Source: an optimization exercise on an open RTL-to-GDS flow (aim: small area, a short achievable clock period and few clock cycles per item). Production flows keep margins and buffers that such runs may drop. RTL that was checked went through simulation tests only; none was proved equivalent to the original.

==> flow/design.v (excerpt) <==
module solar_load_shift_decision #(
	parameter int HISTORY_DEPTH = slsd_pkg::HISTORY_DEPTH_DEF,
	parameter int RING_TAPS     = slsd_pkg::RING_TAPS_DEF
) (
	input  logic                            clk,
	input  logic                            arst_n,
	input  logic                            wr_en,
	input  logic [slsd_pkg::CFG_IDX_W-1:0]  wr_index,
	input  logic [slsd_pkg::CFG_DATA_W-1:0] wr_data,
	input  logic                            sample_valid,
	output logic                            sample_ready,
	input  logic [slsd_pkg::LOAD_W-1:0]     sample_load_power,
	input  logic [slsd_pkg::SOLAR_W-1:0]    sample_solar_power,
	input  logic [slsd_pkg::DELTA_W-1:0]    sample_solar_energy_delta,
	input  logic [slsd_pkg::HOUR_W-1:0]     sample_hour,
	output logic                            result_valid,
	input  logic                            result_ready,
	output logic                            result_run_loads,
	output logic [slsd_pkg::DEV_W-1:0]      result_plug_count,
	output logic [slsd_pkg::EST_W-1:0]      result_solar_estimate
);
Settings: LEC_CHECK=0, CAP_MARGIN=20, CORE_MARGIN=2, CORE_UTILIZATION=62, SETUP_SLACK_MARGIN=4.6, SLEW_MARGIN=20, SYNTH_MEMORY_MAX_BITS=8192; clock period 7.5 ns.
standard.sh (not shown) runs the stock make flow with config.mk's settings and CLKGATE_MAP_FILE= SYNTH_SCRIPT=/design/flow/synth_recipe.tcl, a recipe that flattens the netlist after the stock synthesis.
==> flow/flow/run.sh <==
#!/bin/bash
# The standard layout (standard.sh, its synthesis unchanged) with these settings changed:
# - the port buffers are sky130_fd_sc_hd__buf_4 instead of the delay buffer buffer_ports picks
#   by itself (every port still gets its own buffer);
# - timing repair may resize cells across footprints;
# - clock tree synthesis clusters up to 25 sinks within 80 um per leaf buffer and inserts no
#   dummy loads (the tree is still one balanced tree from the clock port).
# Every tool's output goes to orfs/logs/ as usual; make's own output goes to flow.log here.
set -euo pipefail
bash standard.sh \
	"BUFFER_PORTS_ARGS=-buffer_cell sky130_fd_sc_hd__buf_4" \
	MATCH_CELL_FOOTPRINT=0 \
	"CTS_ARGS=-sink_clustering_enable -repair_clock_nets -dont_use_dummy_load -sink_clustering_size 25 -sink_clustering_max_diameter 80" \
	finish > flow.log 2>&1
The first run passed the timing, design-rule and antenna checks.
==> next run, changes <==
--- a/flow/design.v
+++ b/flow/design.v
@@ -125,43 +125,46 @@
 	localparam int SUM_W  = DW + FILL_W;
 	localparam int S6_W   = SUM_W + 3;               
 	localparam int DD_W   = DW + 1;
 	localparam int DD6_W  = DD_W + 3;                
 	localparam int Z_W    = SUM_W + 4;               
 	localparam int RES_W  = 1 + slsd_pkg::DEV_W + slsd_pkg::EST_W;
 	localparam int DIV_W  = slsd_pkg::DIV_IN_W;
 	localparam int DIVBY  = slsd_pkg::DIV_BY;
 	logic [slsd_pkg::HOUR_W-1:0]  cheap_start_q;
 	logic [slsd_pkg::HOUR_W-1:0]  cheap_end_q;
 	logic [slsd_pkg::SOLAR_W-1:0] threshold_q;
 	logic [slsd_pkg::DEV_W-1:0]   max_devices_q;
+	logic [slsd_pkg::SOLAR_W+1:0] thr3_q;
 	always_ff @(posedge clk or negedge arst_n) begin
 		if (!arst_n) begin
 			cheap_start_q <= slsd_pkg::CHEAP_START_RST;
 			cheap_end_q   <= slsd_pkg::CHEAP_END_RST;
 			threshold_q   <= slsd_pkg::THRESHOLD_RST;
+			thr3_q        <= (slsd_pkg::SOLAR_W + 2)'(slsd_pkg::THRESHOLD_RST) * (slsd_pkg::SOLAR_W + 2)'(3);
 			max_devices_q <= slsd_pkg::MAX_DEVICES_RST;
 		end else if (wr_en) begin
 			case (wr_index)
 				slsd_pkg::REG_CHEAP_START:     cheap_start_q <= wr_data[slsd_pkg::HOUR_W-1:0];
 				slsd_pkg::REG_CHEAP_END:       cheap_end_q   <= wr_data[slsd_pkg::HOUR_W-1:0];
-				slsd_pkg::REG_SOLAR_THRESHOLD: threshold_q   <= wr_data[slsd_pkg::SOLAR_W-1:0];
+				slsd_pkg::REG_SOLAR_THRESHOLD: begin
+					threshold_q <= wr_data[slsd_pkg::SOLAR_W-1:0];
+					thr3_q      <= ((slsd_pkg::SOLAR_W + 2)'(wr_data[slsd_pkg::SOLAR_W-1:0]) << 1) +
+						(slsd_pkg::SOLAR_W + 2)'(wr_data[slsd_pkg::SOLAR_W-1:0]);
+				end
 				slsd_pkg::REG_MAX_DEVICES:     max_devices_q <= wr_data[slsd_pkg::DEV_W-1:0];
 				default: ;
 			endcase
 		end
 	end
-	logic [slsd_pkg::SOLAR_W+1:0] thr3_q;
-	always_ff @(posedge clk)
-		thr3_q <= ((slsd_pkg::SOLAR_W + 2)'(threshold_q) << 1) + (slsd_pkg::SOLAR_W + 2)'(threshold_q);
 	localparam int CAP   = 5;
 	localparam int QD    = CAP - 1;
 	localparam int CNT_W = $clog2(CAP + 1);
 	localparam int QP_W  = $clog2(QD);
 	logic              ready_q;
 	logic              v1_q, v2_q, v3_q;
 	logic [CNT_W-1:0]  cnt_q;
 	logic [PH_W-1:0]   ph_q;
 	logic [TAP_W-1:0]  tap_q;
 	logic [FILL_W-1:0] fill_q;
 	logic [F5_W-1:0]   fill5_q;
 	logic              accept;
What happened: Hold slack improved by 0.0076 ns; utilization went down by 0.28 points; clock-buffer cell count went down by 2; non-clock buffer count went down by 33; first-iteration DRC count went down by a few percent; synthesized cell count went up slightly.
Testbench counts after the change, summed over its fixed seeds: cycles 9,235, items 9,000.
No functional check of the RTL was part of the first run of this note.

re-timing with driven ports:
In the flow no input, the clock included, has a driving cell. The finished layouts below were timed again as built, in two steps. Step 1 (the two cells are an assumption about what drives the block):
set clk [get_ports {clk}]
set_driving_cell -lib_cell sky130_fd_sc_hd__clkbuf_16 $clk
set_driving_cell -lib_cell sky130_fd_sc_hd__buf_2 [delete_from_list [all_inputs] $clk]
Step 2 also shifts input and output timing later by t, the mid clock arrival at the registers, as if the neighbouring blocks saw the same clock. Three values: no drivers, after step 1, after step 2; two values: the first two.
run | t, ns | setup WS [ns] | hold WS [ns] | worst setup path after step 2 | pins driven straight from the clock port
the first run | 0.980 | 4.326 / 4.325 / 3.767 | 0.251 / 0.251 / 0.251 | input to register | 1
the second run | 0.978 | 4.345 / 4.345 / 3.665 | 0.258 / 0.258 / 0.258 | input to register | 1
After both steps every run listed still meets setup and hold. The setup slack of the second run, which loses most, moves by 0.000 ns with the drivers and by -0.680 ns with both steps.
